Source: an optimization exercise on an open RTL-to-GDS flow (aim: small area). Production flows keep margins and buffers that such runs may drop. The RTL was checked by simulation tests, not by an equivalence proof against the original design. Power and IR drop assume default switching activity.

<file path="flow/run.sh">
#!/bin/bash
# synth_recipe.tcl (not shown) runs the flow's synth.tcl, then flattens the netlist and writes it again
# the make line also repeats each setting of config.mk as NAME=value (left out here)
make -C /OpenROAD-flow-scripts/flow DESIGN_CONFIG=/design/flow/config.mk WORK_HOME=/design/flow/orfs CLKGATE_MAP_FILE= SYNTH_SCRIPT=/design/flow/synth_recipe.tcl finish
</file>
<file path="flow/design.v">
package Pipe_Buf_Reg_PKG;
    localparam int XLEN_W = 32;
    typedef enum logic [1:0] {
        WB_ALU_MEM = 2'b00,
        WB_PC4     = 2'b01,
        WB_IMM     = 2'b10,
        WB_PCIMM   = 2'b11
    } wb_sel_e;
    typedef struct packed {
        logic              RegWrite;
        logic              MemtoReg;
        logic [XLEN_W-1:0] Pc_Imm;
        logic [XLEN_W-1:0] Pc_Four;
        logic [XLEN_W-1:0] Imm_Out;
        logic [XLEN_W-1:0] Alu_Result;
        logic [XLEN_W-1:0] MemReadData;
        logic [4:0]        rd;
        logic [XLEN_W-1:0] Curr_Instr;
        wb_sel_e           RWSel;
    } mem_wb_reg;
endpackage
module wb_mux
#(
    parameter int XLEN = 32
) (
    input  Pipe_Buf_Reg_PKG::mem_wb_reg        wb_in,
    output logic [XLEN-1:0]  wb_data
);
    always_comb begin
        wb_data = wb_in.Alu_Result;
        unique case (wb_in.RWSel)
            Pipe_Buf_Reg_PKG::WB_ALU_MEM: wb_data = wb_in.MemtoReg ? wb_in.MemReadData
                                                 : wb_in.Alu_Result;
            Pipe_Buf_Reg_PKG::WB_PC4:     wb_data = wb_in.Pc_Four;
            Pipe_Buf_Reg_PKG::WB_IMM:     wb_data = wb_in.Imm_Out;
            Pipe_Buf_Reg_PKG::WB_PCIMM:   wb_data = wb_in.Pc_Imm;
            default:    wb_data = wb_in.Alu_Result;
        endcase
    end
endmodule
module wb_regfile
#(
    parameter int XLEN = 32,
    parameter int NREG = 32
) (
    input  logic            clk,
    input  logic            reset,
    input  Pipe_Buf_Reg_PKG::mem_wb_reg       wb_in,
    input  logic [4:0]      rs1_addr,
    input  logic [4:0]      rs2_addr,
    output logic [XLEN-1:0] rs1_data,
    output logic [XLEN-1:0] rs2_data,
    output logic [XLEN-1:0] wb_data,
    output logic [4:0]      wb_rd,
    output logic            wb_we
);
    logic [XLEN-1:0] regs_q [NREG];
    logic [XLEN-1:0] regs_d [NREG];
    wb_mux #(.XLEN(XLEN)) u_wb_mux (
        .wb_in   (wb_in),
        .wb_data (wb_data)
    );
    assign wb_rd = wb_in.rd;
    assign wb_we = wb_in.RegWrite && (wb_in.rd != 5'd0);
    always_comb begin
        for (int i = 0; i < NREG; i++) regs_d[i] = regs_q[i];
        if (wb_we) regs_d[wb_rd] = wb_data;
    end
    always_ff @(posedge clk or posedge reset) begin
        if (reset) begin
            for (int i = 0; i < NREG; i++) regs_q[i] <= '0;
        end else begin
            for (int i = 0; i < NREG; i++) regs_q[i] <= regs_d[i];
        end
    end
    always_comb begin
        rs1_data = '0;
        if (rs1_addr != 5'd0) begin
            if (wb_we && rs1_addr == wb_rd) rs1_data = wb_data;
            else                            rs1_data = regs_q[rs1_addr];
        end
    end
    always_comb begin
        rs2_data = '0;
        if (rs2_addr != 5'd0) begin
            if (wb_we && rs2_addr == wb_rd) rs2_data = wb_data;
            else                            rs2_data = regs_q[rs2_addr];
        end
    end
    logic unused_instr;
    assign unused_instr = ^wb_in.Curr_Instr;
endmodule
module wb_regfile_top
(
    input  logic        clk,
    input  logic        reset,
    input  logic        in_reg_write,
    input  logic        in_mem_to_reg,
    input  logic [1:0]  in_rw_sel,
    input  logic [4:0]  in_rd,
    input  logic [31:0] in_pc_imm,
    input  logic [31:0] in_pc_four,
    input  logic [31:0] in_imm_out,
    input  logic [31:0] in_alu_result,
    input  logic [31:0] in_mem_read_data,
    input  logic [4:0]  rs1_addr,
    input  logic [4:0]  rs2_addr,
    output logic [31:0] rs1_data,
    output logic [31:0] rs2_data,
    output logic [31:0] wb_data,
    output logic [4:0]  wb_rd,
    output logic        wb_we
);
    Pipe_Buf_Reg_PKG::mem_wb_reg wb_in;
    always_comb begin
        wb_in             = '0;
        wb_in.RegWrite    = in_reg_write;
        wb_in.MemtoReg    = in_mem_to_reg;
        wb_in.Pc_Imm      = in_pc_imm;
        wb_in.Pc_Four     = in_pc_four;
        wb_in.Imm_Out     = in_imm_out;
        wb_in.Alu_Result  = in_alu_result;
        wb_in.MemReadData = in_mem_read_data;
        wb_in.rd          = in_rd;
        wb_in.Curr_Instr  = 32'd0;
        wb_in.RWSel       = Pipe_Buf_Reg_PKG::wb_sel_e'(in_rw_sel);
    end
    wb_regfile #(.XLEN(32), .NREG(32)) u_wb_regfile (
        .clk      (clk),
        .reset    (reset),
        .wb_in    (wb_in),
        .rs1_addr (rs1_addr),
        .rs2_addr (rs2_addr),
        .rs1_data (rs1_data),
        .rs2_data (rs2_data),
        .wb_data  (wb_data),
        .wb_rd    (wb_rd),
        .wb_we    (wb_we)
    );
endmodule
</file>
<file path="flow/constraint.sdc">
create_clock -name core_clock -period 8.0 [get_ports {clk}]
set_input_delay 1.6000 -clock core_clock [delete_from_list [all_inputs] [get_ports {clk}]]
set_output_delay 1.6000 -clock core_clock [all_outputs]
set_load 0.01 [all_outputs]
</file>
<file path="flow/config.mk">
export PLATFORM = sky130hd
export DESIGN_NAME = wb_regfile_top
export DESIGN_NICKNAME = wb_regfile_top
export VERILOG_FILES = /design/flow/design.v
export SDC_FILE = /design/flow/constraint.sdc
export NUM_CORES = 4
export LEC_CHECK = 0
export CAP_MARGIN = 20
export CORE_MARGIN = 2
export CORE_UTILIZATION = 30
export SLEW_MARGIN = 20
</file>
==> results.txt <==
DR iter-0 viols=11.4k; starting density of the core=0.302; syn_area_per_cell=9.02 um^2; Cell Area, Synth=51200 um^2; CTS tree=built; most frequent CP cell=buf_4; Top reg by flops=u_wb_regfile.regs_q; CP startpoint kind=input pin; Die Y=417 um; fill count=17.1k; biggest regs=u_wb_regfile.regs_q (992); Synth Flop Type=dfrtp_1; area delta synth->final=20.6%; Worst path max stage delay=0.89 ns; gr busiest metal=met2; post-synthesis mux area share=0.0430; total track usage=0.364; M2 GR Usage=0.497; CP max-delay cell=nand4b_1; RSZ-0062 raised after global routing=no; Yosys top cell area share=0.485; Leak=26.0 nW; total stage count of the critical path=11; Clock Skew=0 ns; vias in the first global route=50.6k; Max Slew Vio Count=0; met1 Track Usage GR=0.432; DIE WIDTH=417 um; CP max FO=21; worst slew pin tran=1.34 ns; drt total wl=327 mm; Netlist cell types=91; hpwl dp=210 mm; Worst Path Buf+Inv=5; CTS root buffer=clkbuf_16; ys async rst share=1.00; Fin Setup TNS=0 ns; global-route wire length before repair=438 mm; DRT Pass-1 Iters=8; flops & latches, synth=992; # Post-CTS Setup Buffers=0; Post-Synth XOR/XNOR Area=0.00171; Worst R2R End=u_wb_regfile.regs_q[13][11]; Synth warnings=5; Gate Count Post-Synth=5674; Max Cap Viol=0; setup violators final=0; Final period util=0.972; CP Capture Type=output port; dominant cells by area after synthesis=dfrtp_1 (49%), a22oi_1 (9.4%), a21oi_1 (6.8%); fraction of the mapped netlist area in simple logic gates=0.161; Post-synth EDFFs=0; via count=55.4k; largest family of logic cells by synthesized area=compound AO/OA/AOI/OAI gates; Compound-Gate Fraction of Synth Area=0.255; remaining antenna violation count after routing=0; crit path cell chain=buf_4 > buf_4 > nand4b_1 > nor2_4 > buf_4 > a22oi_1 > nand4_1 > nor2_1 > a221oi_1 > buf_4 > clkdlybuf4s50_1; Max-slew headroom=0.102; Synth Area in Adders=0; CTS clk-pin slew, worst paths=0.07 ns; CP arrival=6.17 ns; worst setup path end=rs1_data[11]; I/O Pins=283; CTS hold repair buffers=0; Seq. cell area=24800 um^2; die area=174000 um^2; worst endpoint required time=6.40 ns; Tmin final=7.77 ns; H-tree depth=3; final hold violations=0; GR Overflow Total=0; CP Launch Point=rs1_addr[2]; top-count cell post-synth=dfrtp_1; outcome=no timing/DRC/antenna violations; VDD IR max=0.000171 V; RR Startpoint=u_wb_regfile.regs_q[13][11]; initial antenna violation count=30; Vias/cell=6.78; Top delay family on crit path=buffers and inverters; core box area=169000 um^2; largest net degree at the start of global routing=168; DR DRC count=0; Clock Latency Late Sink=0.76 ns; share of layout cells above drive strength 1=0.125; post-synthesis sequential area ratio=0.485; final core utilization=0.364; port buffer count=282; clock buffer depth=3; CTS buffer count=109; gpl congestion=1.06; Hold Crit Class=reg2reg; std cell rows=151; Power Density=262 nW/um^2; Resized cells post-CTS=0; r2r setup slk=7.04 ns; clk sink count=992; multi-input logic area=24400 um^2; Routed WL per cell=39.9 um; most frequent cells after synthesis=dfrtp_1 (992), nor2_1 (755), a21oi_1 (696); leading area contributor after synthesis=dfrtp_1; Net Count, Synth=5855; reg2reg path depth=2; max FFs per register=992; met3 Resource Use GR=0.172; Nets=6011; critical path class=in2out; Max Clk Rate=129 MHz
==> cell families after synthesis <==
family                    after synthesis
AOI/OAI and AO/OA                    2056
xor gates and xnor gates               10
buffers and inverters                 600
DFF                                   992
muxes                                 211
and+or+nand+nor                      1805
==> cell usage in the layout (no fill, tap or decap), types with 76 or more instances in the layout <==
master,netlist,layout
a21oi_1,696,674
a22o_1,91,91
a22oi_1,642,642
and3_1,78,77
buf_4,55,289
clkbuf_16,0,111
clkdlybuf4s50_1,0,269
dfrtp_1,992,992
mux2i_1,158,158
nand2_1,537,526
nand3_1,90,89
nand4_1,103,103
nor2_1,755,711
nor2_4,16,76
o21ai_0,404,404
==> worst min-delay path, delay by kind of cell, from the launching register on <==
family | cells | cell delay (ns)
compound gates | 1 | 0.06
simple gates | 1 | 0.05
flops | 1 | 0.35
==> worst min path at each step <==
stage / startpoint / to / cells past startpoint
after global placement: u_wb_regfile.regs_q[16][3] / u_wb_regfile.regs_q[16][3] / 2
final: u_wb_regfile.regs_q[16][3] / u_wb_regfile.regs_q[16][3] / 2
after global routing: u_wb_regfile.regs_q[16][3] / u_wb_regfile.regs_q[16][3] / 2
after detailed placement: u_wb_regfile.regs_q[16][3] / u_wb_regfile.regs_q[16][3] / 2
after CTS: u_wb_regfile.regs_q[16][3] / u_wb_regfile.regs_q[16][3] / 2
after floorplan: u_wb_regfile.regs_q[16][3] / u_wb_regfile.regs_q[16][3] / 2
==> per-layer routing <==
layer  part of all wire  up-vias
li1                   -    21057
met1               0.35    26911
met2               0.40     5499
met3               0.15     1926
met4               0.10       30
met5             0.0013        -
==> stage by stage <==
step | power, mW | instances | area [um^2] | hold WS [ns] | setup slack, ns
floorplan | 8.75 | 5674 | 51200 | 0.450 | -7.27
global placement | 10.4 | 7929 | 57600 | 0.466 | 0.532
detailed placement | 10.5 | 7930 | 57600 | 0.481 | 0.595
CTS | 15.9 | 8131 | 61400 | 0.495 | 0.586
global route | 16.6 | 8140 | 61600 | 0.516 | 0.431
finish | 16.2 | 8178 | 61700 | 0.494 | 0.227
==> final cells by class <==
class                   instances  share of cell area
repair buffers                602              0.0919
well taps                    2218              0.0450
clock inverters                58              0.0117
clock buffers                 143              0.0497
flip-flops and latches        992               0.402
diodes                         40             0.00162
inverters                      43             0.00268
multi-input cells            4082               0.395
==> where the power goes <==
part | leakage [nW] | total (mW) | internal [mW] | switching, mW
combinational | 11.8 | 3.12 | 1.22 | 1.90
clock | 1.85 | 5.51 | 3.13 | 2.38
sequential | 12.3 | 7.53 | 6.15 | 1.38

-- port drivers added, routing unchanged --
Ports are ideal in the flow. The routed layout listed here was re-timed in OpenROAD. Step 1: set_driving_cell puts a clkbuf_16 on clk and a buf_2 on each other input, an assumption about the parent block. Step 2, shift: input delay + t, output delay - t, t = (earliest + latest rising clock arrival at the registers) / 2. This alone moves slack from input paths to output paths. Slacks: ideal ports / drivers / drivers and shift; pairs: ideal ports / drivers.
shift t [ns]: 0.874
slack for setup (ns): 0.227 / 0.204 / 0.204
clock arrival spread, ns: 0.054 / 0.054
worst register clock-pin slew, ns: 0.07 / 0.07
After both steps this run still meets setup and hold. For this run, drivers alone change the setup slack by -0.023 ns; drivers and shift together by -0.023 ns.
